Source: an optimization exercise on an open RTL-to-GDS flow (aim: small area). Production flows keep margins and buffers that such runs may drop.
Function was not checked in any run shown here: the RTL went through the layout flow alone.
Power is estimated from default activity; no workload was simulated.

$ cat design/flow/design.v
`timescale 1ns/1ps
`default_nettype none
package io_pkg;
    localparam int NUM_DIGITS    = 8;
    localparam int NUM_BUTTONS   = 5;
    localparam int TRACE_WIDTH   = 64;
    localparam int DISPLAY_WIDTH = 32;
    typedef logic [7:0] seg_pattern_t;
    typedef logic [NUM_DIGITS-1:0] digit_enable_t;
    typedef enum logic [4:0] {
        FIELD_PC,
        FIELD_INST,
        FIELD_RS1_ID,
        FIELD_RS1_DATA,
        FIELD_RS2_ID,
        FIELD_RS2_DATA,
        FIELD_ALU,
        FIELD_MEM_ADDR,
        FIELD_MEM_WE,
        FIELD_MEM_WDATA,
        FIELD_MEM_RDATA,
        FIELD_RD_WE,
        FIELD_RD_ID,
        FIELD_RD_DATA,
        FIELD_BR_TAKEN,
        FIELD_NPC,
        FIELD_UART
    } trace_field_e;
    typedef struct packed {
        logic [63:0] pc;
        logic [63:0] inst;
        logic [63:0] rs1_data;
        logic [63:0] rs2_data;
        logic [63:0] alu;
        logic [63:0] mem_addr;
        logic [63:0] mem_wdata;
        logic [63:0] mem_rdata;
        logic [63:0] rd_data;
        logic [63:0] npc;
        logic [4:0]  rs1_id;
        logic [4:0]  rs2_id;
        logic [4:0]  rd_id;
        logic        mem_we;
        logic        rd_we;
        logic        br_taken;
    } core_info_t;
    typedef struct packed {
        logic [63:0] uart_info;
    } mem_info_t;
    typedef struct packed {
        logic         debug_step;
        logic         slow_clock;
        logic [7:0]   unused;
        logic         word_half;
        trace_field_e field_sel;
    } panel_switch_t;
    function automatic seg_pattern_t hex_to_segments(input logic [3:0] hex);
        case (hex)
            4'h0: hex_to_segments = 8'b11000000;
            4'h1: hex_to_segments = 8'b11111001;
            4'h2: hex_to_segments = 8'b10100100;
            4'h3: hex_to_segments = 8'b10110000;
            4'h4: hex_to_segments = 8'b10011001;
            4'h5: hex_to_segments = 8'b10010010;
            4'h6: hex_to_segments = 8'b10000010;
            4'h7: hex_to_segments = 8'b11111000;
            4'h8: hex_to_segments = 8'b10000000;
            4'h9: hex_to_segments = 8'b10010000;
            4'ha: hex_to_segments = 8'b10001000;
            4'hb: hex_to_segments = 8'b10000011;
            4'hc: hex_to_segments = 8'b11000110;
            4'hd: hex_to_segments = 8'b10100001;
            4'he: hex_to_segments = 8'b10000110;
            default: hex_to_segments = 8'b10001110;
        endcase
    endfunction
endpackage
`default_nettype wire
`timescale 1ns/1ps
`default_nettype none
module clock_divider #(
    parameter int FAST_CLK_BIT  = 2,
    parameter int SLOW_CLK_BIT  = 20,
    parameter int SCAN_DIV_BITS = 10
) (
    input  logic       clk,
    input  logic       rst,
    output logic       fast_clk,
    output logic       slow_clk,
    output logic       scan_tick,
    output logic [2:0] digit
);
    localparam int HI_CLK_BIT = (FAST_CLK_BIT > SLOW_CLK_BIT) ? FAST_CLK_BIT : SLOW_CLK_BIT;
    localparam int CNT_WIDTH  = (HI_CLK_BIT >= SCAN_DIV_BITS + 2) ? HI_CLK_BIT + 1 : SCAN_DIV_BITS + 3;
    logic [CNT_WIDTH-1:0] cnt_q;
    always_ff @(posedge clk or posedge rst) begin
        if (rst) begin
            cnt_q <= '0;
        end else begin
            cnt_q <= cnt_q + CNT_WIDTH'(1);
        end
    end
    assign fast_clk  = cnt_q[FAST_CLK_BIT];
    assign slow_clk  = cnt_q[SLOW_CLK_BIT];
    assign scan_tick = &cnt_q[SCAN_DIV_BITS-1:0];
    assign digit     = cnt_q[SCAN_DIV_BITS +: 3];
endmodule
`default_nettype wire
`timescale 1ns/1ps
`default_nettype none
module button_debouncer #(
    parameter int DEBOUNCE_LEN = 8
) (
    input  logic clk,
    input  logic rst,
    input  logic scan_tick,
    input  logic btn,
    output logic btn_clean
);
    localparam int CW = $clog2(DEBOUNCE_LEN + 1);
    logic [CW-1:0] run_q;
    always_ff @(posedge clk or posedge rst) begin
        if (rst) begin
            run_q <= '0;
        end else if (scan_tick) begin
            if (!btn) begin
                run_q <= '0;
            end else if (run_q != CW'(DEBOUNCE_LEN)) begin
                run_q <= run_q + CW'(1);
            end
        end
    end
    assign btn_clean = (run_q == CW'(DEBOUNCE_LEN));
endmodule
`default_nettype wire
`timescale 1ns/1ps
`default_nettype none
module core_clock_select (
    input  logic clk,
    input  logic rst,
    input  logic debug_step,
    input  logic slow_clock,
    input  logic step_btn,
    input  logic fast_clk,
    input  logic slow_clk,
    output logic clk_core
);
    logic debug_q;
    always_ff @(posedge clk or posedge rst) begin
        if (rst) begin
            debug_q <= 1'b0;
        end else begin
            debug_q <= debug_step;
        end
    end
    always_comb begin
        if (debug_q) begin
            clk_core = step_btn;
        end else if (slow_clock) begin
            clk_core = slow_clk;
        end else begin
            clk_core = fast_clk;
        end
    end
endmodule
`default_nettype wire
`timescale 1ns/1ps
`default_nettype none
module trace_store #(
    parameter int W = 1
) (
    input  logic         clk,
    input  logic         en,
    input  logic         en_n,
    input  logic [W-1:0] d,
    output logic [W-1:0] q
);
    always_ff @(posedge clk) begin
        q <= (d & {W{en}}) | (q & {W{en_n}});
    end
endmodule
module trace_select (
    input  logic                               clk,
    input  logic                               rst,
    input  logic                               cosim_valid,
    input  logic [657:0]                       cosim_core_info,
    input  logic [63:0]                        cosim_mem_info,
    input  logic [4:0]                         field_sel,
    input  logic                               word_half,
    input  logic [7:0]                         digit_oh,
    output logic [3:0]                         nibble
);
    localparam int NF = 11;   
    logic [657:0] core_q;
    logic [63:0]  mem_q;
    logic         seen_q;     
    trace_store #(.W(658)) u_core_store (
        .clk  (clk),
        .en   (cosim_valid),
        .en_n (~cosim_valid),
        .d    (cosim_core_info),
        .q    (core_q)
    );
    trace_store #(.W(64)) u_mem_store (
        .clk  (clk),
        .en   (cosim_valid),
        .en_n (~cosim_valid),
        .d    (cosim_mem_info),
        .q    (mem_q)
    );
    always_ff @(posedge clk or posedge rst) begin
        if (rst) begin
            seen_q <= 1'b0;
        end else if (cosim_valid) begin
            seen_q <= 1'b1;
        end
    end
    logic [63:0] word [NF];
    assign word[0]  = core_q[657:594];   
    assign word[1]  = core_q[593:530];   
    assign word[2]  = core_q[529:466];   
    assign word[3]  = core_q[465:402];   
    assign word[4]  = core_q[401:338];   
    assign word[5]  = core_q[337:274];   
    assign word[6]  = core_q[273:210];   
    assign word[7]  = core_q[209:146];   
    assign word[8]  = core_q[145:82];    
    assign word[9]  = core_q[81:18];     
    assign word[10] = mem_q;             
    localparam logic [5*NF-1:0] CODES = {5'd16, 5'd15, 5'd13, 5'd10, 5'd9, 5'd7, 5'd6, 5'd5, 5'd3, 5'd1, 5'd0};
    logic [4:0] rs1_id, rs2_id, rd_id;
    logic       mem_we, rd_we, br_taken;
    assign rs1_id   = core_q[17:13];
    assign rs2_id   = core_q[12:8];
    assign rd_id    = core_q[7:3];
    assign mem_we   = core_q[2];
    assign rd_we    = core_q[1];
    assign br_taken = core_q[0];
    logic [NF-1:0] f_lo, f_hi;
    logic          f_rs1, f_rs2, f_rd, f_mwe, f_rwe, f_br;
    always_comb begin
        for (int i = 0; i < NF; i++) begin
            f_lo[i] = seen_q && field_sel == CODES[5*i +: 5] && !word_half;
            f_hi[i] = seen_q && field_sel == CODES[5*i +: 5] &&  word_half;
        end
        f_rs1 = seen_q && field_sel == 5'd2  && !word_half;
        f_rs2 = seen_q && field_sel == 5'd4  && !word_half;
        f_rd  = seen_q && field_sel == 5'd12 && !word_half;
        f_mwe = seen_q && field_sel == 5'd8  && !word_half;
        f_rwe = seen_q && field_sel == 5'd11 && !word_half;
        f_br  = seen_q && field_sel == 5'd14 && !word_half;
    end
    logic [3:0] g_lo [NF];
    logic [3:0] g_hi [NF];
    always_comb begin
        for (int i = 0; i < NF; i++) begin
            g_lo[i] = '0;
            g_hi[i] = '0;
            for (int k = 0; k < 8; k++) begin
                g_lo[i] = g_lo[i] | (word[i][4*k +: 4]      & {4{digit_oh[k]}});
                g_hi[i] = g_hi[i] | (word[i][32 + 4*k +: 4] & {4{digit_oh[k]}});
            end
        end
    end
    always_comb begin
        nibble = '0;
        for (int i = 0; i < NF; i++) begin
            nibble = nibble | (g_lo[i] & {4{f_lo[i]}}) | (g_hi[i] & {4{f_hi[i]}});
        end
        nibble = nibble | ((rs1_id[3:0] & {4{f_rs1 & digit_oh[0]}})
                        |  (rs2_id[3:0] & {4{f_rs2 & digit_oh[0]}})
                        |  (rd_id[3:0]  & {4{f_rd  & digit_oh[0]}}));
        nibble[0] = nibble[0] | (rs1_id[4] & f_rs1 & digit_oh[1])
                              | (rs2_id[4] & f_rs2 & digit_oh[1])
                              | (rd_id[4]  & f_rd  & digit_oh[1])
                              | (mem_we    & f_mwe & digit_oh[0])
                              | (rd_we     & f_rwe & digit_oh[0])
                              | (br_taken  & f_br  & digit_oh[0]);
    end
endmodule
`default_nettype wire
`timescale 1ns/1ps
`default_nettype none
module seg_scan_display (
    input  logic [2:0]            digit,
    input  logic [3:0]            nibble,
    output logic [7:0]            digit_oh,
    output io_pkg::seg_pattern_t  cs,
    output io_pkg::digit_enable_t an
);
    always_comb begin
        for (int k = 0; k < 8; k++) begin
            digit_oh[k] = (digit == 3'(k));
        end
    end
    assign an = ~digit_oh;
    assign cs = io_pkg::hex_to_segments(nibble);
endmodule
`default_nettype wire
`timescale 1ns/1ps
`default_nettype none
module debug_io_top #(
    parameter int FAST_CLK_BIT  = 2,
    parameter int SLOW_CLK_BIT  = 20,
    parameter int SCAN_DIV_BITS = 10,
    parameter int DEBOUNCE_LEN  = 8
) (
    input  logic                           clk,
    input  logic                           rst,
    input  logic [15:0]                    switch,
    input  logic [io_pkg::NUM_BUTTONS-1:0] btn,
    input  logic                           cosim_valid,
    input  logic [657:0]                   cosim_core_info,
    input  logic [63:0]                    cosim_mem_info,
    output logic                           clk_core,
    output logic [7:0]                     cs,
    output logic [7:0]                     an
);
    io_pkg::panel_switch_t sw;
    assign sw = io_pkg::panel_switch_t'(switch);
    logic       fast_clk;
    logic       slow_clk;
    logic       scan_tick;
    logic [2:0] digit;
    logic       step;
    logic [7:0] digit_oh;
    logic [3:0] nibble;
    clock_divider #(
        .FAST_CLK_BIT  (FAST_CLK_BIT),
        .SLOW_CLK_BIT  (SLOW_CLK_BIT),
        .SCAN_DIV_BITS (SCAN_DIV_BITS)
    ) u_clock_divider (
        .clk       (clk),
        .rst       (rst),
        .fast_clk  (fast_clk),
        .slow_clk  (slow_clk),
        .scan_tick (scan_tick),
        .digit     (digit)
    );
    button_debouncer #(
        .DEBOUNCE_LEN (DEBOUNCE_LEN)
    ) u_button_debouncer (
        .clk       (clk),
        .rst       (rst),
        .scan_tick (scan_tick),
        .btn       (btn[0]),
        .btn_clean (step)
    );
    core_clock_select u_core_clock_select (
        .clk        (clk),
        .rst        (rst),
        .debug_step (sw.debug_step),
        .slow_clock (sw.slow_clock),
        .step_btn   (step),
        .fast_clk   (fast_clk),
        .slow_clk   (slow_clk),
        .clk_core   (clk_core)
    );
    trace_select u_trace_select (
        .clk             (clk),
        .rst             (rst),
        .cosim_valid     (cosim_valid),
        .cosim_core_info (cosim_core_info),
        .cosim_mem_info  (cosim_mem_info),
        .field_sel       (sw.field_sel),
        .word_half       (sw.word_half),
        .digit_oh        (digit_oh),
        .nibble          (nibble)
    );
    seg_scan_display u_seg_scan_display (
        .digit    (digit),
        .nibble   (nibble),
        .digit_oh (digit_oh),
        .cs       (cs),
        .an       (an)
    );
endmodule
`default_nettype wire
$ cat design/flow/config.mk
export PLATFORM = sky130hd
export DESIGN_NAME = debug_io_top
export DESIGN_NICKNAME = debug_io_top
export VERILOG_FILES = /design/flow/design.v
export SDC_FILE = /design/flow/constraint.sdc
export NUM_CORES = 4
export LEC_CHECK = 0
export CAP_MARGIN = 20
export CORE_MARGIN = 2
export CORE_UTILIZATION = 40
export SLEW_MARGIN = 20
export SYNTH_HIERARCHICAL = 1
$ cat design/flow/run.sh
#!/bin/bash
# synth_recipe.tcl (not shown) runs the flow's synth.tcl, then flattens the netlist and writes it again
# the make line also repeats each setting of config.mk as NAME=value (left out here)
make -C /OpenROAD-flow-scripts/flow DESIGN_CONFIG=/design/flow/config.mk WORK_HOME=/design/flow/orfs CLKGATE_MAP_FILE= SYNTH_SCRIPT=/design/flow/synth_recipe.tcl finish
$ cat design/flow/constraint.sdc
create_clock -name core_clock -period 15.0 [get_ports {clk}]
set_input_delay 3.0000 -clock core_clock [delete_from_list [all_inputs] [get_ports {clk}]]
set_output_delay 3.0000 -clock core_clock [all_outputs]
set_load 0.01 [all_outputs]
==> results of run 1 <==
final cells by class:
cell class	instances	area, µm²	share of cell area, %
Clock inverter	22	183.9	0.4824
Tap cell	940	1176	3.085
Timing Repair Buffer	777	7737	20.29
Multi-Input combinational cell	1395	11260	29.52
Sequential cell	749	15130	39.68
Antenna cell	38	95.09	0.2494
Inverter	23	96.34	0.2527
Clock buffer	125	2455	6.438
stage by stage:
| stage | worst slack, ps | power (mW) | hold slack [ps] | util (%) | std cells |
|---|---|---|---|---|---|
| floorplan | 6505 | 2.570 | 430.9 | - | 2420 |
| global placement | 4574 | 2.831 | 448.0 | 50.37 | 3884 |
| detailed placement | 4524 | 2.845 | 446.7 | 50.37 | 3884 |
| CTS | 4477 | 4.825 | 464.6 | 54.12 | 4031 |
| global route | 4082 | 4.959 | 473.8 | 54.25 | 4065 |
| finish | 4364 | 4.795 | 464.5 | 54.26 | 4069 |
worst max path at each step:
stage               endpoint  slack, ps  cells past startpoint
finish                 cs[0]       4360                     13
detailed placement     cs[0]       4520                     13
global route           cs[0]       4080                     13
global placement       cs[0]       4570                     13
CTS                    cs[0]       4480                     13
floorplan              cs[3]       6500                     12
per-module statistics from Yosys, one instance, submodules excluded, a selection:
module	flops+latches	cells
seg_scan_display	0	52
core_clock_select	1	5
trace_select	1	657
critical path: stages:
cell and delay, ps:
clkdlybuf4s50_1 1040, or3b_2 310, or2_1 290, a41o_1 250, nand3_1 90, a2111oi_0 500
o211ai_1 360, inv_1 250, ha_1 230, and2b_2 240, or3b_1 360, o21ai_0 100
clkdlybuf4s50_1 630
synth_stat cells (2+ instances only):
| library cell | count | area (µm²) |
|---|---|---|
| dfxtp_1 | 722 | 14450 |
| buf_4 | 8 | 60.06 |
| buf_1 | 9 | 33.78 |
| nor2_1 | 31 | 116.4 |
| a31oi_1 | 8 | 50.05 |
| and3_1 | 3 | 18.77 |
| nand2_1 | 22 | 82.58 |
| a41oi_1 | 3 | 26.28 |
| ha_1 | 10 | 125.1 |
| nand4bb_1 | 3 | 33.78 |
| a41o_1 | 4 | 40.04 |
| or3_1 | 3 | 18.77 |
| a22oi_1 | 358 | 2688 |
| a22o_2 | 3 | 30.03 |
| a2111oi_0 | 4 | 35.03 |
| clkbuf_1 | 59 | 221.5 |
| o211ai_1 | 2 | 15.01 |
| buf_6 | 141 | 1588 |
| nor4bb_1 | 2 | 20.02 |
| nor4b_1 | 4 | 35.03 |
| nand3_1 | 14 | 70.07 |
| mux2i_1 | 10 | 100.1 |
| and3b_1 | 2 | 17.52 |
| xnor2_1 | 12 | 105.1 |
| o21ai_0 | 8 | 40.04 |
| xor2_1 | 7 | 61.31 |
| nand3b_1 | 6 | 45.04 |
| a21oi_1 | 7 | 35.03 |
| buf_2 | 36 | 180.2 |
| nor3_1 | 6 | 30.03 |
| inv_1 | 23 | 86.33 |
| a22o_1 | 735 | 6437 |
| dfrtp_1 | 27 | 675.7 |
| a221oi_1 | 10 | 87.58 |
| nor3b_1 | 3 | 22.52 |
| mux2_2 | 2 | 22.52 |
| nand4_4 | 2 | 42.54 |
| nand4_1 | 84 | 525.5 |
where the power goes:
group	switching (mW)	total (mW)	internal, mW	leakage (nW)
clock network	0.833	1.98	1.15	1.32
registers	0.105	2.28	2.17	6.43
logic	0.202	0.534	0.332	7.18
total	1.14	4.80	3.66	14.9
per-layer routing:
layer / GRT usage (%) / up-vias / wire length (µm)
met1: 36.14 / 12140 / 46010
met2: 49.12 / 987 / 55090
li1: - / 10970 / -
met3: 8.334 / 212 / 9158
met4: 11.34 / 48 / 3434
met5: 0 / - / 328
registers in the layout, indices dropped and copies added (netlist names):
signal and cells:
u_trace_select.seen_q 1, u_trace_select.u_mem_store.q 64, u_core_clock_select.debug_q 1, u_button_debouncer.run_q 4, u_clock_divider.cnt_q 21, u_trace_select.u_core_store.q 658
cell families after synthesis:
kind of cell	synth area share, %
muxes	0.5221
xor gates and xnor gates	0.5835
other	0.01315
adders and majority gates	0.4387
and+or+nand+nor	4.348
AOI/OAI and AO/OA	33.44
DFF	53.05
buffers and inverters	7.607
==> impl_metrics.csv, run 1 <==
group,metric,value,unit
run_status,status,"no timing/DRC/antenna violations",
final_layout,layout_commonest_cell,"clkdlybuf4s50_1",
final_layout,final_area,38130,µm²
min_path,hp-class,"flip-flop to flip-flop",
drt,wirelength,114000,µm
sta,slew_headroom,19.87,%
clocking,numCtsBuffers,81,
drt,ant_nets,0,
worst_setup_path,r2r_slack,13100,ps
job,drv_cap,0,
global_route,grt_pass1_wl,162800,µm
worst_setup_path,cp_max_fo,19,
clocking,post_cts_buffers,0,
placement,place_congestion,0.9134,
drt,drcViolationCount,0,
power,p_per_area,125.8,nW/µm²
final_layout,nNetsFinal,3783,
floorplan,dieHeight,271.0,µm
synthesis,syn_avg_cell_area,11.79,µm²
sta,slew_violations,0,
floorplan,io_pins,763,
final_layout,area_delta_synth_final,33.69,%
final_layout,mostFrequentLayoutCells,"clkdlybuf4s50_1, a22o_1, dfxtp_1",
worst_setup_path,ff2ff_path_depth,7,
sta,worst_pin_slew,1202,ps
min_path,hp-start,"u_trace_select.u_core_store.q[2]$_DFF_P_",
clocking,cts_tree,"yes",
global_route,antenna_found_initial,61,
clocking,htree_levels,3,
sta,fin_crit_sh,70.91,%
worst_setup_path,crit-reg2reg-launch,"u_clock_divider.cnt_q[0]$_DFF_PP0_",
placement,portBuffers,749,
drt,wl_per_cell,28.02,µm
min_path,hold_depth,1,
worst_setup_path,start_kind,"primary input",
sta,clock-skew-final,11.48,ps
sta,finalSetupViolCount,0,
power,p_leak,14.92,nW
final_layout,fill_cells,5995,
synthesis,yosys_warnings,16,
synthesis,synth_cells,2420,
sta,fin_crit,10640,ps
clocking,cts_resized,0,
global_route,grtUsageTotal,29.54,%
synthesis,synth_cell_types,65,
sta,fin_tns_setup,0,ps
clocking,root_buffer,"clkbuf_16",
worst_setup_path,timing.rr.end,"u_button_debouncer.run_q[0]$_DFFE_PP0P_",
placement,placed_area,35400,µm²
clocking,clockBufferDepth,3,
clocking,cts.sinks,749,
synthesis,seq_area_frac_synth,53.05,%
worst_setup_path,crit_start,"switch[3]",
global_route,grt_pass1_vias,24140,
sta,hold_viol,0,
worst_setup_path,critPathCaptureType,"output port",
floorplan,initial_core_util,40.59,%
placement,detailed_place_hpwl,80110,µm
synthesis,mappedNetlistArea,28520,µm²
sta,fmax,94.02,MHz
worst_setup_path,criticalPathCategory,"primary input to output port",
clocking,clock_latency,620,ps
floorplan,die_area,73450,µm²
synthesis,synth_edf_count,0,
final_layout,final_layout_size_suffix_gt1_share,5.856,%
sta,rsz0062_at_grt,"false",
synthesis,async_flop_share,3.605,%
drt,dr.pass1.iters,5,
synthesis,synthFlopType,"dfxtp_1",
min_path,hold-path-endpoint,"u_trace_select.u_core_store.q[2]$_DFF_P_",
drt,drt_iter0_markers,2346,
worst_setup_path,cp_data_arrival_time,7640,ps
global_route,grt_max_degree,236,
worst_setup_path,critical_path_required,12000,ps
floorplan,core_area,70270,µm²
power,ir_worst_vdd,0.00008078,V
synthesis,ys_seq_elements,749,
global_route,overflow,0,
synthesis,synth_fp_nets,3176,
floorplan,rows,97,
floorplan,die_x,271.0,µm
clocking,hold_buffers,0,
drt,dr_total_vias,24350,
clocking,cts.clk_slew.worst_paths,60,ps
drt,via_per_inst,5.985,
==> run 2, diff against run 1 <==
--- a/design/flow/config.mk
+++ b/design/flow/config.mk
@@ -10,3 +10,2 @@
 export CORE_UTILIZATION = 40
 export SLEW_MARGIN = 20
-export SYNTH_HIERARCHICAL = 1
==> impl_metrics.csv, run 2 <==
group,metric,value,unit
clocking,clock_latency,640,ps
drt,ant_nets,0,
clocking,post_cts_buffers,0,
final_layout,mostFrequentLayoutCells,"clkdlybuf4s50_1, edfxtp_1, mux2i_1",
floorplan,io_pins,763,
clocking,cts_tree,"yes",
global_route,grt_max_degree,177,
drt,top_layer,"met5",
power,p_leak,13.82,nW
global_route,antenna_found_initial,34,
sta,rsz0062_at_grt,"false",
synthesis,synth_top_cell_area_share,73.61,%
floorplan,initial_core_util,40.37,%
drt,met1_length,42010,µm
final_layout,area_delta_synth_final,38.40,%
placement,portBuffers,749,
synthesis,synth_edf_count,722,
worst_setup_path,cp_data_arrival_time,7470,ps
synthesis,synth_fp_nets,2418,
clocking,cts_resized,0,
final_layout,final_cells,3474,
synthesis,ys_top_cells_by_area,"edfxtp_1, mux4_2, mux2i_1",
clocking,htree_levels,3,
run_status,status,"no timing/DRC/antenna violations",
job,drv_cap,0,
drt,wirelength,110800,µm
power,ir_worst_vdd,0.0001180,V
floorplan,core_area,72960,µm²
final_layout,layout_commonest_cell,"clkdlybuf4s50_1",
final_layout,final_util,55.87,%
floorplan,dieHeight,275.4,µm
synthesis,synth_cell_types,70,
clocking,cts.sinks,749,
clocking,cts.clk_slew.worst_paths,50,ps
placement,place_inst,3303,
sta,hold_viol,0,
worst_setup_path,cp_max_fo,12,
synthesis,synth_cells,1663,
power,p_per_area,121.2,nW/µm²
drt,drcViolationCount,0,
synthesis,seq_area_frac_synth,75.90,%
drt,wl_per_cell,31.90,µm
min_path,hp-class,"flip-flop to flip-flop",
clocking,clockBufferDepth,3,
sta,slew_headroom,24.73,%
floorplan,rows,99,
drt,dr_total_vias,19160,
synthesis,synth_most_common_cell,"edfxtp_1",
sta,fin_tns_setup,0,ps
floorplan,die_x,275.4,µm
drt,via_per_inst,5.514,
synthesis,synthFlopType,"edfxtp_1",
drt,routed-wl-met3,9127,µm
final_layout,final_layout_size_suffix_gt1_share,11.40,%
placement,detailed_place_hpwl,81900,µm
clocking,hold_buffers,0,
clocking,numCtsBuffers,83,
sta,slew_violations,0,
clocking,root_buffer,"clkbuf_16",
synthesis,syn_avg_cell_area,17.71,µm²
drt,drt_iter0_markers,1997,
synthesis,mappedNetlistArea,29450,µm²
global_route,overflow,0,
global_route,grt_pass1_wl,148900,µm
floorplan,die_area,75820,µm²
drt,dr_wl_met2,56700,µm
sta,fin_crit_sh,69.80,%
global_route,grtUsageTotal,28.60,%
sta,whs,471.9,ps
sta,finalSetupViolCount,0,
worst_setup_path,critPathCaptureType,"output port",
worst_setup_path,critical_path_required,12000,ps
drt,dr.pass1.iters,5,
sta,worst_pin_slew,1129,ps
placement,place_congestion,0.8650,
synthesis,synth_top_cell_by_area,"edfxtp_1",
sta,fmax,95.51,MHz
synthesis,yosys_warnings,10,
worst_setup_path,criticalPathCategory,"primary input to output port",
sta,fin_crit,10470,ps
synthesis,async_flop_share,3.605,%
worst_setup_path,start_kind,"primary input",
synthesis,synth_common_cells,"edfxtp_1, mux2i_1, a21oi_1",
worst_setup_path,r2r_slack,11180,ps
synthesis,ys_seq_elements,749,
sta,clock-skew-final,6.541,ps
global_route,grt_pass1_vias,19570,
final_layout,nNetsFinal,3186,
-- run 2: cell count changes after synthesis, moves of 44 or more --
cell | previous run | this run
a22oi_1 | 358 | 50
nand4_1 | 84 | 13
mux2i_1 | 10 | 88
edfxtp_1 | 0 | 722
o21ai_0 | 8 | 52
buf_6 | 141 | 9
a22o_1 | 735 | 14
a21oi_1 | 7 | 75
mux2_2 | 2 | 57
dfxtp_1 | 722 | 0
mux4_2 | 0 | 47
-- run 2: final timing paths --
check	from	end	depth (start not counted)
min in group asynchronous	rst	u_trace_select.seen_q$_DFFE_PP0P_	2
max in group asynchronous	rst	u_clock_divider.cnt_q[11]$_DFF_PP0_	3
min reg2reg	u_clock_divider.cnt_q[18]$_DFF_PP0_	u_clock_divider.cnt_q[18]$_DFF_PP0_	1
max reg2reg	u_clock_divider.cnt_q[12]$_DFF_PP0_	u_clock_divider.cnt_q[20]$_DFF_PP0_	7
min	u_clock_divider.cnt_q[18]$_DFF_PP0_	u_clock_divider.cnt_q[18]$_DFF_PP0_	1
max	switch[5]	cs[4]	11
-- run 2: kinds of logic after synthesis --
logic type,count (synthesis),synth area share [%]
flip-flops,749,75.90
AO/OA/AOI/OAI,346,8.194
AND/OR/NAND/NOR,222,3.785
multiplexers,196,8.955
buffers and inverters,120,2.175
XOR/XNOR,20,0.5947
adder cells (fa/ha/maj),9,0.3823
other,1,0.01273
-- run 2: cell type report --
type,count,area (µm²)
Fill cell,5753,32190
Tap cell,959,1200
Timing Repair Buffer,779,7805
Antenna cell,23,57.56
Sequential cell,749,22370
Multi-Input combinational cell,794,6524
Clock inverter,44,519.2
Clock buffer,102,2201
Inverter,24,90.09
-- run 2: per-layer routing --
layer  global-route usage, %  vias to the layer above
met1                   35.33                     9746
li1                        -                     8319
met4                   8.450                       26
met2                   49.24                      893
met5                       0                        -
met3                   7.690                      173
-- run 2: report_power, final --
part	switching [mW]	leakage (nW)	internal [mW]	total, mW
registers	0.0464	7.41	2.47	2.52
logic	0.148	5.09	0.231	0.379
clock network	0.842	1.32	1.20	2.04
-- run 2: worst max-delay path, stage by stage --
cell and delay, ps:
clkdlybuf4s50_1 590, nor3b_1 960, nand4_1 640, a221oi_1 510
o21ai_0 150, o21ai_0 130, nor4_1 70, nand3_1 490
nand2_1 150, o22ai_1 170, clkdlybuf4s50_1 590
-- run 2: per-stage QoR --
step / worst slack (ps) / area, µm² / total power [mW]
after floorplan: 6625 / 29450 / 2.627
final: 4530 / 40760 / 4.941
after detailed placement: 4708 / 37940 / 2.939
after CTS: 4695 / 40660 / 4.974
after global placement: 4976 / 37920 / 2.926
after global routing: 4317 / 40750 / 5.090
==> run 3, diff against run 2 <==
--- a/design/flow/config.mk
+++ b/design/flow/config.mk
@@ -9,3 +9,6 @@
 export CORE_MARGIN = 2
 export CORE_UTILIZATION = 40
+export CTS_BUF_LIST = sky130_fd_sc_hd__clkbuf_4
+export CTS_CLUSTER_SIZE = 20
 export SLEW_MARGIN = 20
+export SYNTH_HIERARCHICAL = 1
==> impl_metrics.csv, run 3 <==
group,metric,value,unit
clocking,cts.sinks,749,
drt,wirelength,115300,µm
drt,dr.pass1.iters,5,
min_path,hp-class,"flip-flop to flip-flop",
drt,wl_per_cell,27.01,µm
power,power,4.612,mW
final_layout,area_delta_synth_final,33.37,%
synthesis,synth_common_cells,"a22o_1, dfxtp_1, a22oi_1",
worst_setup_path,path_cells,"clkdlybuf4s50_1, or3b_2, or2_1, a41o_1, nand3_1, a2111oi_0, o211ai_1, inv_1, ha_1, and2b_2, or3b_1, o21ai_0, clkdlybuf4s50_1",
final_layout,final_util,54.13,%
sta,clock-skew-final,36.43,ps
drt,drcViolationCount,0,
synthesis,synth_edf_count,0,
floorplan,rows,97,
floorplan,dieHeight,271.0,µm
worst_setup_path,critPathCaptureType,"output port",
power,p_leak,15.12,nW
job,drv_cap,0,
worst_setup_path,crit_slowest_cell,"clkdlybuf4s50_1",
worst_setup_path,r2r_slack,13120,ps
clocking,cts_resized,0,
global_route,grt_max_degree,236,
sta,hold_viol,0,
clocking,cts_tree,"yes",
worst_setup_path,critPathTopFamily,"buffers and inverters",
global_route,antenna_found_initial,59,
synthesis,seq_area_frac_synth,53.05,%
final_layout,regMostFlops,"u_trace_select.u_core_store.q",
final_layout,nNetsFinal,3901,
clocking,hold_buffers,0,
worst_setup_path,cp_data_arrival_time,7610,ps
power,p_per_area,121.2,nW/µm²
placement,portBuffers,749,
placement,place_congestion,0.9134,
clocking,numCtsBuffers,198,
sta,fin_crit_sh,70.76,%
synthesis,mappedNetlistArea,28520,µm²
synthesis,ys_seq_elements,749,
sta,fmax,94.22,MHz
worst_setup_path,cp_max_fo,19,
global_route,grtUsageTotal,30.02,%
floorplan,core_area,70270,µm²
final_layout,largest_register_ffs,658,
synthesis,ys_top_cells_by_area,"dfxtp_1, a22o_1, a22oi_1",
global_route,grt_pass1_wl,165000,µm
worst_setup_path,critical_path_required,12000,ps
sta,slew_violations,0,
worst_setup_path,crit_top_cell,"clkdlybuf4s50_1",
synthesis,synth_fp_nets,3176,
sta,finalSetupViolCount,0,
synthesis,syn_avg_cell_area,11.79,µm²
sta,worst_pin_slew,1210,ps
synthesis,async_flop_share,3.605,%
synthesis,synth_most_common_cell,"a22o_1",
clocking,post_cts_buffers,0,
synthesis,synth_top_cell_area_share,50.68,%
worst_setup_path,crit_path_max_incr_delay,1030,ps
clocking,clock_latency,990,ps
synthesis,synth_cell_types,65,
synthesis,synth_compound_area_share,33.44,%
final_layout,layout_commonest_cell,"clkdlybuf4s50_1",
sta,slew_headroom,19.37,%
final_layout,final_layout_size_suffix_gt1_share,11.44,%
synthesis,synth_xor_area_share,0.5835,%
worst_setup_path,path_buf_inv,3,
synthesis,synthFlopType,"dfxtp_1",
drt,ant_nets,0,
synthesis,synthMuxAreaShare,0.5220,%
drt,dr_total_vias,25030,
power,ir_worst_vdd,0.00007028,V
drt,via_per_inst,5.864,
final_layout,largestRegisters,"u_trace_select.u_core_store.q (658), u_trace_select.u_mem_store.q (64), u_clock_divider.cnt_q (21)",
drt,drt_iter0_markers,2435,
synthesis,synth-simple-area-share,4.347,%
sta,fin_tns_setup,0,ps
final_layout,mostFrequentLayoutCells,"clkdlybuf4s50_1, a22o_1, dfxtp_1",
placement,detailed_place_hpwl,80110,µm
floorplan,die_x,271.0,µm
synthesis,synth_top_family_by_area,"compound AO/OA/AOI/OAI gates",
floorplan,die_area,73450,µm²
synthesis,yosys_warnings,16,
synthesis,synth_cells,2420,
global_route,overflow,0,
clocking,clockBufferDepth,3,
global_route,grt_pass1_vias,25080,
sta,rsz0062_at_grt,"false",
floorplan,initial_core_util,40.59,%
clocking,cts.clk_slew.worst_paths,60,ps
clocking,htree_levels,4,
worst_setup_path,start_kind,"primary input",
synthesis,synth_top_cell_by_area,"dfxtp_1",
clocking,root_buffer,"clkbuf_4",
worst_setup_path,criticalPathCategory,"primary input to output port",
sta,fin_crit,10610,ps
floorplan,io_pins,763,
run_status,status,"no timing/DRC/antenna violations",
synthesis,synthAdderAreaFrac,0.4387,%
## run 3: cell types whose count changed after synthesis, sizes merged, moves of 34 or more
| cell | previous run | this run |
|---|---|---|
| nand4 | 14 | 86 |
| a22o | 14 | 738 |
| o21ai | 53 | 9 |
| a21oi | 75 | 7 |
| a22oi | 50 | 358 |
| edfxtp | 722 | 0 |
| mux2 | 61 | 2 |
| mux2i | 88 | 10 |
| dfxtp | 0 | 722 |
| mux4 | 47 | 1 |
| nand2 | 61 | 22 |
| buf | 67 | 194 |
| o22ai | 35 | 1 |
## run 3: area by class of cell
class                      instances  area (µm²)
timing repair buffer             778        7757
sequential                       749       15130
clock buffer                     305        2290
fill                            6120       32230
tap                              940        1176
inverter                          23       96.34
antenna                           41       102.6
clock inverter                    38       231.5
multi-input combinational       1395       11260
## run 3: report_power, final
group / internal [mW] / switching (mW)
combinational: 0.332 / 0.202
sequential: 2.17 / 0.105
clock: 0.928 / 0.870
total: 3.43 / 1.18
## run 3: cells by family (layout without fill, tap and decap cells)
| group | after synthesis | in the layout |
|---|---|---|
| adder cells (fa/ha/maj) | 10 | 10 |
| buffers and inverters | 276 | 1144 |
| AND/OR/NAND/NOR | 203 | 203 |
| multiplexers | 13 | 13 |
| flip-flops | 749 | 749 |
| XOR/XNOR | 19 | 19 |
| other | 1 | 42 |
| AO/OA/AOI/OAI | 1149 | 1149 |
## run 3: metal layers
metal / track usage [%] / vias up / wire length, µm
li1: - / 11320 / -
met1: 36.46 / 12420 / 46160
met2: 49.37 / 1064 / 56380
met3: 9.373 / 193 / 9693
met4: 11.94 / 36 / 2807
met5: 0 / - / 252
## run 3: worst paths after layout
path,start,end,cells after the start
max in group asynchronous,rst,u_clock_divider.cnt_q[11]$_DFF_PP0_,2
max reg2reg,u_clock_divider.cnt_q[0]$_DFF_PP0_,u_button_debouncer.run_q[0]$_DFFE_PP0P_,7
min in group asynchronous,rst,u_core_clock_select.debug_q$_DFF_PP0_,2
max,switch[3],cs[0],13
min,u_trace_select.u_core_store.q[2]$_DFF_P_,u_trace_select.u_core_store.q[2]$_DFF_P_,1
min reg2reg,u_trace_select.u_core_store.q[2]$_DFF_P_,u_trace_select.u_core_store.q[2]$_DFF_P_,1
## run 3: stage by stage
step                std cells  hold slack (ps)  worst slack (ps)  instance area, µm²
floorplan                2420            430.9              6505               28520
global placement         3884            448.0              4574               35400
detailed placement       3884            446.7              4524               35400
CTS                      4227            464.8              4473               37920
global route             4263            476.3              4084               38020
finish                   4269            464.4              4386               38040
## run 3: Yosys stat by module (local to each module, per instance), excerpt
module / times used / flops+latches / cells
trace_select: 1 / 1 / 657
seg_scan_display: 1 / 0 / 52
core_clock_select: 1 / 1 / 5
## run 3: worst register-to-register path, cell delays in order, from the launching register on
cell	delay, ps
dfrtp_1	400
ha_1	200
nand3_1	210
nor2_4	220
and3_4	240
inv_1	80
a21o_1	170
mux2_2	260
==> run 4, diff against run 3 <==
==> design/flow/flow/run.sh (new file) <==
#!/bin/bash
set -euo pipefail
cd "$(dirname "$0")/.."
echo 'export BUFFER_PORTS_ARGS = -buffer_cell sky130_fd_sc_hd__buf_1' >> config.mk
bash standard.sh synth > synth.log 2>&1
bash standard.sh > layout.log 2>&1
==> design/flow/standard.sh (new file) <==
#!/bin/bash
# synth_recipe.tcl (not shown) runs the flow's synth.tcl, then flattens the netlist and writes it again
# the make line also repeats each setting of config.mk as NAME=value (left out here)
make -C /OpenROAD-flow-scripts/flow DESIGN_CONFIG=/design/flow/config.mk WORK_HOME=/design/flow/orfs CLKGATE_MAP_FILE= SYNTH_SCRIPT=/design/flow/synth_recipe.tcl "${@:-finish}"
--- a/design/flow/config.mk
+++ b/design/flow/config.mk
@@ -9,6 +9,7 @@
 export CORE_MARGIN = 2
 export CORE_UTILIZATION = 40
-export CTS_BUF_LIST = sky130_fd_sc_hd__clkbuf_4
-export CTS_CLUSTER_SIZE = 20
+export CTS_BUF_LIST = sky130_fd_sc_hd__clkbuf_8
+export CTS_CLUSTER_SIZE = 30
 export SLEW_MARGIN = 20
 export SYNTH_HIERARCHICAL = 1
+export BUFFER_PORTS_ARGS = -buffer_cell sky130_fd_sc_hd__buf_1
removed: design/flow/run.sh
==> impl_metrics.csv, run 4 <==
group,metric,value,unit
run_status,status,"no timing/DRC/antenna violations",
clocking,root_buffer,"clkbuf_8",
clocking,htree_levels,4,
synthesis,synth_cell_types,65,
synthesis,synth_top_family_by_area,"compound AO/OA/AOI/OAI gates",
final_layout,layout_commonest_cell,"buf_1",
sta,slew_headroom,24.48,%
synthesis,synth_cells,2420,
drt,wirelength,111300,µm
worst_setup_path,criticalPathCategory,"primary input to output port",
worst_setup_path,crit_path_max_incr_delay,820,ps
global_route,grt_max_degree,200,
global_route,antenna_found_initial,54,
global_route,grt_pass1_wl,160000,µm
sta,rsz0062_at_grt,"false",
synthesis,synth_edf_count,0,
synthesis,synth_common_cells,"a22o_1, dfxtp_1, a22oi_1",
clocking,cts.clk_slew.worst_paths,50,ps
sta,clock-skew-final,18.64,ps
synthesis,synth-simple-area-share,4.347,%
synthesis,async_flop_share,3.605,%
synthesis,synthMuxAreaShare,0.5220,%
global_route,grtUsageTotal,28.80,%
final_layout,final_cells,4164,
clocking,clock_latency,780,ps
worst_setup_path,critPathCaptureType,"output port",
drt,ant_nets,0,
synthesis,synth_xor_area_share,0.5835,%
synthesis,yosys_warnings,16,
floorplan,die_x,271.0,µm
sta,worst_pin_slew,1133,ps
sta,slew_violations,0,
synthesis,syn_avg_cell_area,11.79,µm²
clocking,hold_buffers,0,
worst_setup_path,cp_max_fo,11,
drt,dr_total_vias,24870,
placement,place_congestion,0.9023,
floorplan,core_area,70270,µm²
synthesis,seq_area_frac_synth,53.05,%
final_layout,nNetsFinal,3835,
final_layout,final_util,47.62,%
synthesis,ys_top_cells_by_area,"dfxtp_1, a22o_1, a22oi_1",
floorplan,rows,97,
placement,detailed_place_hpwl,77060,µm
synthesis,synthFlopType,"dfxtp_1",
synthesis,synth_most_common_cell,"a22o_1",
drt,via_per_inst,5.973,
floorplan,io_pins,763,
sta,hold_viol,0,
synthesis,ys_seq_elements,749,
clocking,numCtsBuffers,131,
power,p_per_area,136.3,nW/µm²
final_layout,final_layout_size_suffix_gt1_share,7.554,%
synthesis,synth_compound_area_share,33.44,%
final_layout,mostFrequentLayoutCells,"buf_1, a22o_1, dfxtp_1",
synthesis,synthAdderAreaFrac,0.4387,%
synthesis,synth_fp_nets,3176,
placement,place_inst,3886,
clocking,cts.sinks,749,
synthesis,synth_top_cell_area_share,50.68,%
sta,fmax,100.7,MHz
clocking,clockBufferDepth,3,
sta,fin_tns_setup,0,ps
drt,drcViolationCount,0,
floorplan,initial_core_util,40.59,%
global_route,overflow,0,
clocking,post_cts_buffers,0,
min_path,hp-class,"flip-flop to flip-flop",
worst_setup_path,start_kind,"primary input",
worst_setup_path,critical_path_required,12000,ps
final_layout,area_delta_synth_final,17.34,%
power,p_leak,13.09,nW
worst_setup_path,crit_slowest_cell,"or4b_4",
job,drv_cap,0,
placement,portBuffers,749,
clocking,cts_tree,"yes",
worst_setup_path,cp_data_arrival_time,6930,ps
worst_setup_path,path_cells,"buf_1, nand4bb_1, or4b_4, a41o_1, nand3_1, a2111oi_0, o211ai_1, inv_1, ha_1, inv_1, mux4_1, buf_1",
sta,setup_slack,5073,ps
final_layout,largestRegisters,"u_trace_select.u_core_store.q (658), u_trace_select.u_mem_store.q (64), u_clock_divider.cnt_q (21)",
placement,post-place-ws,5174,ps
sta,fin_crit_sh,66.18,%
clocking,cts_resized,0,
sta,fin_crit,9927,ps
floorplan,dieHeight,271.0,µm
synthesis,synth_top_cell_by_area,"dfxtp_1",
global_route,grt_pass1_vias,25210,
sta,finalSetupViolCount,0,
drt,drt_iter0_markers,2519,
power,ir_worst_vdd,0.00008994,V
final_layout,regMostFlops,"u_trace_select.u_core_store.q",
drt,wl_per_cell,26.73,µm
floorplan,die_area,73450,µm²
synthesis,mappedNetlistArea,28520,µm²
drt,dr.pass1.iters,6,
final_layout,largest_register_ffs,658,
run 4: routing by layer:
layer	GRT usage [%]	vias to the layer above	part of all wire, %
li1	-	11090	-
met1	34.71	12340	40
met2	47.64	1179	48
met3	8.467	241	8.4
met4	12.42	24	3.4
met5	0	-	0.14
run 4: modules after synthesis, one instance, submodules excluded, excerpt:
module,flops+latches,cells inside,cell area [µm²],copies in the design
core_clock_select,1,5,47.55,1
seg_scan_display,0,52,376.6,1
trace_select,1,657,4449,1
run 4: report_power, final:
part	switching (mW)	total [mW]	internal [mW]
Combinational	0.204	0.408	0.204
Sequential	0.107	2.28	2.18
Clock	0.880	1.87	0.990
Total	1.19	4.56	3.37
run 4: final cells by class:
type	count	area, µm²
fill	6666	36810
inverter	23	96.34
sequential	749	15130
multi-input combinational	1395	11260
antenna	47	117.6
tap	940	1176
timing repair buffer	779	3069
clock inverter	72	432.9
clock buffer	159	2188
run 4: final timing paths:
| kind | from | endpoint | slack (ps) | depth (start not counted) |
|---|---|---|---|---|
| min in group asynchronous | rst | u_core_clock_select.debug_q$_DFF_PP0_ | 2220 | 2 |
| setup reg to reg | u_clock_divider.cnt_q[0]$_DFF_PP0_ | u_button_debouncer.run_q[0]$_DFFE_PP0P_ | 13090 | 7 |
| hold / removal | u_trace_select.u_core_store.q[439]$_DFF_P_ | u_trace_select.u_core_store.q[439]$_DFF_P_ | 470 | 1 |
| hold reg to reg | u_trace_select.u_core_store.q[439]$_DFF_P_ | u_trace_select.u_core_store.q[439]$_DFF_P_ | 470 | 1 |
| max in group asynchronous | rst | u_clock_divider.cnt_q[9]$_DFF_PP0_ | 11910 | 2 |
| setup / recovery | switch[0] | cs[3] | 5070 | 12 |
run 4: worst max-delay path, delay by kind of cell:
family                   cells  cell delay, ps
buffers and inverters        4             790
adder cells (fa/ha/maj)      1             360
AO/OA/AOI/OAI                3             670
multiplexers                 1             480
AND/OR/NAND/NOR              3            1590
run 4: cells by family after synthesis:
| kind of cell | Yosys count |
|---|---|
| muxes | 13 |
| other | 1 |
| AOI/OAI and AO/OA | 1149 |
| DFF | 749 |
| buffers and inverters | 276 |
| xor gates and xnor gates | 19 |
| adders and majority gates | 10 |
| and+or+nand+nor | 203 |
run 4: through the flow:
step / power (mW) / instance area [µm²] / hold slack, ps
finish: 4.561 / 33470 / 465.8
global route: 4.740 / 33440 / 479.5
CTS: 4.587 / 33340 / 469.0
detailed placement: 2.721 / 30720 / 445.6
global placement: 2.703 / 30720 / 449.5
floorplan: 2.570 / 28520 / 430.9
==> run 5, diff against run 4 <==
--- a/design/flow/design.v
+++ b/design/flow/design.v
@@ -79,4 +79,13 @@
 `timescale 1ns/1ps
 `default_nettype none
+module half_adder (
+    input  logic a,
+    input  logic b,
+    output logic s,
+    output logic c
+);
+    assign s = a ^ b;
+    assign c = a & b;
+endmodule
 module clock_divider #(
     parameter int FAST_CLK_BIT  = 2,
@@ -94,14 +103,21 @@
     localparam int CNT_WIDTH  = (HI_CLK_BIT >= SCAN_DIV_BITS + 2) ? HI_CLK_BIT + 1 : SCAN_DIV_BITS + 3;
     logic [CNT_WIDTH-1:0] cnt_q;
+    logic [CNT_WIDTH-1:0] cnt_d;
+    logic [CNT_WIDTH-1:0] carry;
+    assign cnt_d[0] = ~cnt_q[0];
+    assign carry[0] = cnt_q[0];
+    for (genvar i = 1; i < CNT_WIDTH; i++) begin : g_inc
+        half_adder u_ha (.a(cnt_q[i]), .b(carry[i-1]), .s(cnt_d[i]), .c(carry[i]));
+    end
     always_ff @(posedge clk or posedge rst) begin
         if (rst) begin
             cnt_q <= '0;
         end else begin
-            cnt_q <= cnt_q + CNT_WIDTH'(1);
+            cnt_q <= cnt_d;
         end
     end
     assign fast_clk  = cnt_q[FAST_CLK_BIT];
     assign slow_clk  = cnt_q[SLOW_CLK_BIT];
-    assign scan_tick = &cnt_q[SCAN_DIV_BITS-1:0];
+    assign scan_tick = carry[SCAN_DIV_BITS-1];
     assign digit     = cnt_q[SCAN_DIV_BITS +: 3];
 endmodule
@@ -180,4 +196,75 @@
     end
 endmodule
+module aoi222 (
+    input  logic a1, a2, b1, b2, c1, c2,
+    output logic y
+);
+    assign y = ~((a1 & a2) | (b1 & b2) | (c1 & c2));
+endmodule
+module onehot_mux8 (
+    input  logic [7:0] d,
+    input  logic [7:0] s,
+    output logic       y
+);
+    logic n0, n1, n2;
+    aoi222 u0 (.a1(d[0]), .a2(s[0]), .b1(d[1]), .b2(s[1]), .c1(d[2]), .c2(s[2]), .y(n0));
+    aoi222 u1 (.a1(d[3]), .a2(s[3]), .b1(d[4]), .b2(s[4]), .c1(d[5]), .c2(s[5]), .y(n1));
+    assign n2 = ~((d[6] & s[6]) | (d[7] & s[7]));
+    assign y  = ~(n0 & n1 & n2);
+endmodule
+module and2 (
+    input  logic a, b,
+    output logic y
+);
+    assign y = a & b;
+endmodule
+module onehot_or #(
+    parameter int N = 3
+) (
+    input  logic [N-1:0] d,
+    input  logic [N-1:0] s,
+    output logic         y
+);
+    localparam int NG = (N + 2) / 3;
+    logic [3*NG-1:0] dp, sp;
+    logic [NG-1:0]   n;
+    assign dp = {{(3*NG-N){1'b0}}, d};
+    assign sp = {{(3*NG-N){1'b0}}, s};
+    for (genvar j = 0; j < NG; j++) begin : g_grp
+        if (3*j + 2 < N) begin : g3
+            aoi222 u (.a1(dp[3*j]), .a2(sp[3*j]), .b1(dp[3*j+1]), .b2(sp[3*j+1]),
+                      .c1(dp[3*j+2]), .c2(sp[3*j+2]), .y(n[j]));
+        end else if (3*j + 1 < N) begin : g2
+            assign n[j] = ~((dp[3*j] & sp[3*j]) | (dp[3*j+1] & sp[3*j+1]));
+        end else begin : g1
+            assign n[j] = ~(dp[3*j] & sp[3*j]);
+        end
+    end
+    assign y = ~&n;
+endmodule
+module field_decode #(
+    parameter int NF = 11,
+    parameter logic [5*NF-1:0] CODES = '0
+) (
+    input  logic          seen,
+    input  logic [4:0]    field_sel,
+    input  logic          word_half,
+    output logic [NF-1:0] f_lo,
+    output logic [NF-1:0] f_hi,
+    output logic [5:0]    f_nar
+);
+    always_comb begin
+        for (int i = 0; i < NF; i++) begin
+            f_lo[i] = seen && field_sel == CODES[5*i +: 5] && !word_half;
+            f_hi[i] = seen && field_sel == CODES[5*i +: 5] &&  word_half;
+        end
+        f_nar[0] = seen && field_sel == 5'd2  && !word_half;
+        f_nar[1] = seen && field_sel == 5'd4  && !word_half;
+        f_nar[2] = seen && field_sel == 5'd12 && !word_half;
+        f_nar[3] = seen && field_sel == 5'd8  && !word_half;
+        f_nar[4] = seen && field_sel == 5'd11 && !word_half;
+        f_nar[5] = seen && field_sel == 5'd14 && !word_half;
+    end
+endmodule
 module trace_select (
     input  logic                               clk,
@@ -229,5 +316,5 @@
     assign word[10] = mem_q;             
     localparam logic [5*NF-1:0] CODES = {5'd16, 5'd15, 5'd13, 5'd10, 5'd9, 5'd7, 5'd6, 5'd5, 5'd3, 5'd1, 5'd0};
-    logic [4:0] rs1_id, rs2_id, rd_id;
+    logic [4:0] rs1_id, rs2_id, rd_id;    
     logic       mem_we, rd_we, br_taken;
     assign rs1_id   = core_q[17:13];
@@ -238,43 +325,52 @@
     assign br_taken = core_q[0];
     logic [NF-1:0] f_lo, f_hi;
-    logic          f_rs1, f_rs2, f_rd, f_mwe, f_rwe, f_br;
-    always_comb begin
-        for (int i = 0; i < NF; i++) begin
-            f_lo[i] = seen_q && field_sel == CODES[5*i +: 5] && !word_half;
-            f_hi[i] = seen_q && field_sel == CODES[5*i +: 5] &&  word_half;
-        end
-        f_rs1 = seen_q && field_sel == 5'd2  && !word_half;
-        f_rs2 = seen_q && field_sel == 5'd4  && !word_half;
-        f_rd  = seen_q && field_sel == 5'd12 && !word_half;
-        f_mwe = seen_q && field_sel == 5'd8  && !word_half;
-        f_rwe = seen_q && field_sel == 5'd11 && !word_half;
-        f_br  = seen_q && field_sel == 5'd14 && !word_half;
-    end
+    logic [5:0]    f_nar;    
+    field_decode #(.NF(NF), .CODES(CODES)) u_field_decode (
+        .seen      (seen_q),
+        .field_sel (field_sel),
+        .word_half (word_half),
+        .f_lo      (f_lo),
+        .f_hi      (f_hi),
+        .f_nar     (f_nar)
+    );
     logic [3:0] g_lo [NF];
     logic [3:0] g_hi [NF];
-    always_comb begin
-        for (int i = 0; i < NF; i++) begin
-            g_lo[i] = '0;
-            g_hi[i] = '0;
-            for (int k = 0; k < 8; k++) begin
-                g_lo[i] = g_lo[i] | (word[i][4*k +: 4]      & {4{digit_oh[k]}});
-                g_hi[i] = g_hi[i] | (word[i][32 + 4*k +: 4] & {4{digit_oh[k]}});
+    for (genvar i = 0; i < NF; i++) begin : g_word
+        for (genvar b = 0; b < 4; b++) begin : g_bit
+            logic [7:0] lo_bits, hi_bits;
+            for (genvar k = 0; k < 8; k++) begin : g_dig
+                assign lo_bits[k] = word[i][4*k + b];
+                assign hi_bits[k] = word[i][32 + 4*k + b];
             end
+            onehot_mux8 u_lo (.d(lo_bits), .s(digit_oh), .y(g_lo[i][b]));
+            onehot_mux8 u_hi (.d(hi_bits), .s(digit_oh), .y(g_hi[i][b]));
         end
     end
-    always_comb begin
-        nibble = '0;
-        for (int i = 0; i < NF; i++) begin
-            nibble = nibble | (g_lo[i] & {4{f_lo[i]}}) | (g_hi[i] & {4{f_hi[i]}});
+    logic [8:0] s_nar;
+    and2 u_s0 (.a(f_nar[0]), .b(digit_oh[0]), .y(s_nar[0]));
+    and2 u_s1 (.a(f_nar[1]), .b(digit_oh[0]), .y(s_nar[1]));
+    and2 u_s2 (.a(f_nar[2]), .b(digit_oh[0]), .y(s_nar[2]));
+    and2 u_s3 (.a(f_nar[0]), .b(digit_oh[1]), .y(s_nar[3]));
+    and2 u_s4 (.a(f_nar[1]), .b(digit_oh[1]), .y(s_nar[4]));
+    and2 u_s5 (.a(f_nar[2]), .b(digit_oh[1]), .y(s_nar[5]));
+    and2 u_s6 (.a(f_nar[3]), .b(digit_oh[0]), .y(s_nar[6]));
+    and2 u_s7 (.a(f_nar[4]), .b(digit_oh[0]), .y(s_nar[7]));
+    and2 u_s8 (.a(f_nar[5]), .b(digit_oh[0]), .y(s_nar[8]));
+    for (genvar b = 0; b < 4; b++) begin : g_out
+        localparam int NP = (b == 0) ? 2*NF + 9 : 2*NF + 3;
+        logic [NP-1:0] d, sl;
+        for (genvar i = 0; i < NF; i++) begin : g_pair
+            assign d[2*i]    = g_lo[i][b];
+            assign sl[2*i]   = f_lo[i];
+            assign d[2*i+1]  = g_hi[i][b];
+            assign sl[2*i+1] = f_hi[i];
         end
-        nibble = nibble | ((rs1_id[3:0] & {4{f_rs1 & digit_oh[0]}})
-                        |  (rs2_id[3:0] & {4{f_rs2 & digit_oh[0]}})
-                        |  (rd_id[3:0]  & {4{f_rd  & digit_oh[0]}}));
-        nibble[0] = nibble[0] | (rs1_id[4] & f_rs1 & digit_oh[1])
-                              | (rs2_id[4] & f_rs2 & digit_oh[1])
-                              | (rd_id[4]  & f_rd  & digit_oh[1])
-                              | (mem_we    & f_mwe & digit_oh[0])
-                              | (rd_we     & f_rwe & digit_oh[0])
-                              | (br_taken  & f_br  & digit_oh[0]);
+        assign d[2*NF +: 3]  = {rd_id[b], rs2_id[b], rs1_id[b]};
+        assign sl[2*NF +: 3] = s_nar[2:0];
+        if (b == 0) begin : g_b0
+            assign d[2*NF+3 +: 6]  = {br_taken, rd_we, mem_we, rd_id[4], rs2_id[4], rs1_id[4]};
+            assign sl[2*NF+3 +: 6] = s_nar[8:3];
+        end
+        onehot_or #(.N(NP)) u_or (.d(d), .s(sl), .y(nibble[b]));
     end
 endmodule
@@ -282,4 +378,58 @@
 `timescale 1ns/1ps
 `default_nettype none
+module nand3_g (
+    input  logic a, b, c,
+    output logic y
+);
+    assign y = ~(a & b & c);
+endmodule
+module inv_g (
+    input  logic a,
+    output logic y
+);
+    assign y = ~a;
+endmodule
+module digit_decode (
+    input  logic [2:0] digit,
+    output logic [7:0] digit_oh,
+    output logic [7:0] an
+);
+    logic [2:0] digit_n;
+    for (genvar j = 0; j < 3; j++) begin : g_inv
+        inv_g u_inv (.a(digit[j]), .y(digit_n[j]));
+    end
+    for (genvar k = 0; k < 8; k++) begin : g_dec
+        nand3_g u_an (.a(k[0] ? digit[0] : digit_n[0]),
+                      .b(k[1] ? digit[1] : digit_n[1]),
+                      .c(k[2] ? digit[2] : digit_n[2]), .y(an[k]));
+        inv_g   u_oh (.a(an[k]), .y(digit_oh[k]));
+    end
+endmodule
+module seg_bit #(
+    parameter logic [15:0] TT = '0
+) (
+    input  logic [3:0] x,
+    output logic       y
+);
+    always_comb begin
+        y = 1'b0;
+        for (int n = 0; n < 16; n++) begin
+            if (TT[n]) y = y | (x == 4'(n));
+        end
+    end
+endmodule
+module hex_segments (
+    input  logic [3:0]           nibble,
+    output io_pkg::seg_pattern_t cs
+);
+    seg_bit #(.TT(16'h2812)) u_s0 (.x(nibble), .y(cs[0]));
+    seg_bit #(.TT(16'hd860)) u_s1 (.x(nibble), .y(cs[1]));
+    seg_bit #(.TT(16'hd004)) u_s2 (.x(nibble), .y(cs[2]));
+    seg_bit #(.TT(16'h8492)) u_s3 (.x(nibble), .y(cs[3]));
+    seg_bit #(.TT(16'h02ba)) u_s4 (.x(nibble), .y(cs[4]));
+    seg_bit #(.TT(16'h208e)) u_s5 (.x(nibble), .y(cs[5]));
+    seg_bit #(.TT(16'h1083)) u_s6 (.x(nibble), .y(cs[6]));
+    assign cs[7] = 1'b1;
+endmodule
 module seg_scan_display (
     input  logic [2:0]            digit,
@@ -289,11 +439,13 @@
     output io_pkg::digit_enable_t an
 );
-    always_comb begin
-        for (int k = 0; k < 8; k++) begin
-            digit_oh[k] = (digit == 3'(k));
-        end
-    end
-    assign an = ~digit_oh;
-    assign cs = io_pkg::hex_to_segments(nibble);
+    digit_decode u_digit_decode (
+        .digit    (digit),
+        .digit_oh (digit_oh),
+        .an       (an)
+    );
+    hex_segments u_hex_segments (
+        .nibble (nibble),
+        .cs     (cs)
+    );
 endmodule
 `default_nettype wire
==> design/flow/flow/run.sh (replaced) <==
#!/bin/bash
set -euo pipefail
cd "$(dirname "$0")/.."
cat >> config.mk <<'EOC'
export BUFFER_PORTS_ARGS = -buffer_cell sky130_fd_sc_hd__buf_1
export CTS_ARGS = -sink_clustering_enable -repair_clock_nets -sink_clustering_size 18 -sink_clustering_max_diameter 60 -buf_list sky130_fd_sc_hd__clkbuf_8 -dont_use_dummy_load
EOC
bash standard.sh synth > synth.log 2>&1
bash standard.sh > layout.log 2>&1
--- a/design/flow/config.mk
+++ b/design/flow/config.mk
@@ -9,7 +9,6 @@
 export CORE_MARGIN = 2
 export CORE_UTILIZATION = 40
-export CTS_BUF_LIST = sky130_fd_sc_hd__clkbuf_8
-export CTS_CLUSTER_SIZE = 30
 export SLEW_MARGIN = 20
 export SYNTH_HIERARCHICAL = 1
 export BUFFER_PORTS_ARGS = -buffer_cell sky130_fd_sc_hd__buf_1
+export CTS_ARGS = -sink_clustering_enable -repair_clock_nets -sink_clustering_size 18 -sink_clustering_max_diameter 60 -buf_list sky130_fd_sc_hd__clkbuf_8 -dont_use_dummy_load
==> impl_metrics.csv, run 5 <==
group,metric,value,unit
worst_setup_path,crit_slowest_cell,"a222oi_1",
sta,fin_crit,9281,ps
global_route,grt_pass1_wl,147000,µm
final_layout,largest_register_ffs,658,
power,power_frac_comb,10.8,%
sta,rsz0062_at_grt,"false",
synthesis,synth_common_cells,"dfxtp_1, a22o_1, a222oi_1",
final_layout,area_delta_synth_final,12.10,%
global_route,overflow,0,
floorplan,die_area,70930,µm²
clocking,post_cts_buffers,0,
clocking,clockBufferDepth,3,
floorplan,core_area,68350,µm²
sta,worst_pin_slew,1215,ps
power,netSwitchingFraction,25.51,%
sta,slew_headroom,19.00,%
sta,clock-skew-final,35.98,ps
power,seq_power_share,62.2,%
drt,drt_iter0_markers,3153,
synthesis,seq_area_frac_synth,54.96,%
sta,hold_viol,0,
worst_setup_path,cp_data_arrival_time,6280,ps
final_layout,layout_commonest_cell,"buf_1",
worst_setup_path,path_buf_inv,2,
sta,finalSetupViolCount,0,
drt,drcViolationCount,0,
drt,ant_nets,0,
worst_setup_path,cp_max_fo,21,
drt,wl_per_cell,27.41,µm
floorplan,die_x,266.3,µm
synthesis,ys_top_cells_by_area,"dfxtp_1, a22o_1, a222oi_1",
clocking,hold_buffers,0,
run_status,status,"no timing/DRC/antenna violations",
clocking,cts.sinks,749,
placement,detailed_place_hpwl,72230,µm
power,ir_worst_vdd,0.00007549,V
final_layout,final_cells,3776,
drt,dr_total_vias,23450,
synthesis,synth_cell_types,48,
synthesis,synth_cells,2185,
worst_setup_path,crit_path_max_incr_delay,800,ps
sta,fin_crit_sh,61.88,%
power,intPower,2.727,mW
clocking,cts_resized,0,
final_layout,nNetsFinal,3618,
sta,fmax,107.7,MHz
power,power.switching,0.9340,mW
floorplan,initial_core_util,40.28,%
synthesis,synth_top_cell_by_area,"dfxtp_1",
synthesis,synth_most_common_cell,"dfxtp_1",
power,p_per_area,118.6,nW/µm²
placement,place_inst,3671,
worst_setup_path,criticalPathCategory,"primary input to output port",
floorplan,io_pins,763,
power,clkPwrFrac,27.0,%
floorplan,dieHeight,266.3,µm
clocking,clock_latency,670,ps
power,power,3.661,mW
min_path,hp-class,"flip-flop to flip-flop",
sta,whs,440.5,ps
final_layout,final_layout_size_suffix_gt1_share,3.652,%
synthesis,synthFlopType,"dfxtp_1",
synthesis,synth_edf_count,0,
global_route,antenna_found_initial,61,
synthesis,synth_top_cell_area_share,52.51,%
placement,place_congestion,0.8827,
synthesis,ys_seq_elements,749,
synthesis,mappedNetlistArea,27530,µm²
sta,fin_tns_setup,0,ps
synthesis,async_flop_share,3.605,%
final_layout,largestRegisters,"u_trace_select.u_core_store.q (658), u_trace_select.u_mem_store.q (64), u_clock_divider.cnt_q (21)",
drt,via_per_inst,6.211,
clocking,root_buffer,"clkbuf_8",
global_route,grtUsageTotal,27.46,%
worst_setup_path,start_kind,"primary input",
sta,slew_violations,0,
drt,wirelength,103500,µm
worst_setup_path,path_cells,"buf_1, nand4bb_1, nor2_1, a222oi_1, nand4_1, a211o_1, or4b_1, o211ai_1, buf_1",
synthesis,yosys_warnings,24,
clocking,cts.clk_slew.worst_paths,100,ps
sta,setup_slack,5719,ps
global_route,grt_max_degree,253,
final_layout,regMostFlops,"u_trace_select.u_core_store.q",
clocking,cts_tree,"yes",
job,drv_cap,0,
worst_setup_path,critPathCaptureType,"output port",
final_layout,mostFrequentLayoutCells,"buf_1, dfxtp_1, a22o_1",
power,p_leak,12.01,nW
drt,dr.pass1.iters,13,
global_route,grt_pass1_vias,22680,
clocking,numCtsBuffers,59,
worst_setup_path,critPathTopFamily,"compound AO/OA/AOI/OAI gates",
placement,portBuffers,749,
worst_setup_path,crit_top_cell,"buf_1",
worst_setup_path,critical_path_required,12000,ps
synthesis,synth_fp_nets,2953,
placement,post-place-ws,5670,ps
floorplan,rows,96,
synthesis,syn_avg_cell_area,12.60,µm²
clocking,htree_levels,2,
-- run 5: Yosys stat by module (local to each module, per instance), a selection --
module	cell area, µm²	times used
core_clock_select	47.55	1
trace_select	38.79	1
nand3_g	5.005	8
aoi222	10.01	210
inv_g	3.754	11
half_adder	12.51	20
and2	6.256	9
hex_segments	11.26	1
onehot_mux8	12.51	88
-- run 5: power groups by stage --
stage               combinational [mW]  clock (mW)  sequential [mW]
floorplan                        0.284           0             2.28
global placement                 0.380           0             2.31
detailed placement               0.390           0             2.32
CTS                              0.393        1.02             2.27
global route                     0.429        1.08             2.29
finish                           0.394       0.990             2.28
-- run 5: area by class of cell --
cell class	count	area (µm²)
well taps	882	1104
diodes	46	115.1
clock buffers	59	812.0
inverters	21	105.1
flip-flops and latches	749	15130
fillers	6553	37490
multi-input cells	1249	10590
repair buffers	770	3005
-- run 5: per-stage QoR --
step,util (%),instance area (µm²)
floorplan,-,27530
global placement,43.78,29920
detailed placement,43.78,29920
CTS,44.97,30740
global route,45.10,30820
finish,45.15,30860
-- run 5: logic make-up (layout without fill, tap and decap cells) --
| group | after synthesis | in the layout | synth area share, % |
|---|---|---|---|
| other | 1 | 47 | 0.01362 |
| buffers and inverters | 187 | 850 | 6.577 |
| xor gates and xnor gates | 1 | 1 | 0.03182 |
| muxes | 4 | 4 | 0.2000 |
| and+or+nand+nor | 184 | 184 | 3.709 |
| adders and majority gates | 22 | 22 | 0.9999 |
| DFF | 749 | 749 | 54.96 |
| AOI/OAI and AO/OA | 1037 | 1037 | 33.51 |
-- run 5: final timing paths --
path / from / endpoint / slack (ps) / cells past startpoint
max: switch[2] / cs[2] / 5720 / 9
min: u_clock_divider.cnt_q[0]$_DFF_PP0_ / u_clock_divider.cnt_q[0]$_DFF_PP0_ / 440 / 1
max reg2reg: u_clock_divider.cnt_q[0]$_DFF_PP0_ / u_clock_divider.cnt_q[20]$_DFF_PP0_ / 10720 / 20
min reg2reg: u_clock_divider.cnt_q[0]$_DFF_PP0_ / u_clock_divider.cnt_q[0]$_DFF_PP0_ / 440 / 1
max in group asynchronous: rst / u_clock_divider.cnt_q[6]$_DFF_PP0_ / 11880 / 2
min in group asynchronous: rst / u_core_clock_select.debug_q$_DFF_PP0_ / 2310 / 2
-- run 5: layer usage --
| layer | up-vias | wire (µm) | part of all wire, % | track usage, % |
|---|---|---|---|---|
| met4 | 48 | 3351 | 3.2 | 11.11 |
| met1 | 11480 | 39630 | 38 | 33.39 |
| met3 | 233 | 10320 | 10 | 8.272 |
| li1 | 10480 | - | - | - |
| met2 | 1214 | 49890 | 48 | 45.31 |
| met5 | - | 318 | 0.31 | 0 |

## afterwards: timing with drivers on the ports
The results above use ideal ports. As a check the final layouts listed here were re-extracted and re-timed, cells and wires unchanged.
Step 1: set_driving_cell puts a clkbuf_16 on clk and a buf_2 on each other input, an assumption about the parent block.
Step 2, shift: input delay + t, output delay - t, t = (earliest + latest rising clock arrival at the registers) / 2. This alone moves slack from input paths to output paths.
Slacks: ideal / step 1 / step 2; pairs: ideal / step 1.
run	t, ns	setup WS [ns]	clock arrival spread, ns
run 1	0.685	4.364 / 4.287 / 4.287	0.026 / 0.026
run 2	0.693	4.530 / 4.450 / 4.450	0.041 / 0.041
run 3	1.069	4.386 / 4.306 / 4.306	0.099 / 0.099
run 4	0.828	5.073 / 4.993 / 4.993	0.060 / 0.061
run 5	0.737	5.719 / 5.621 / 5.621	0.102 / 0.102
After both steps every run listed still meets setup and hold. For run 5, which loses most, drivers alone change the setup slack by -0.098 ns; drivers and shift together by -0.098 ns.
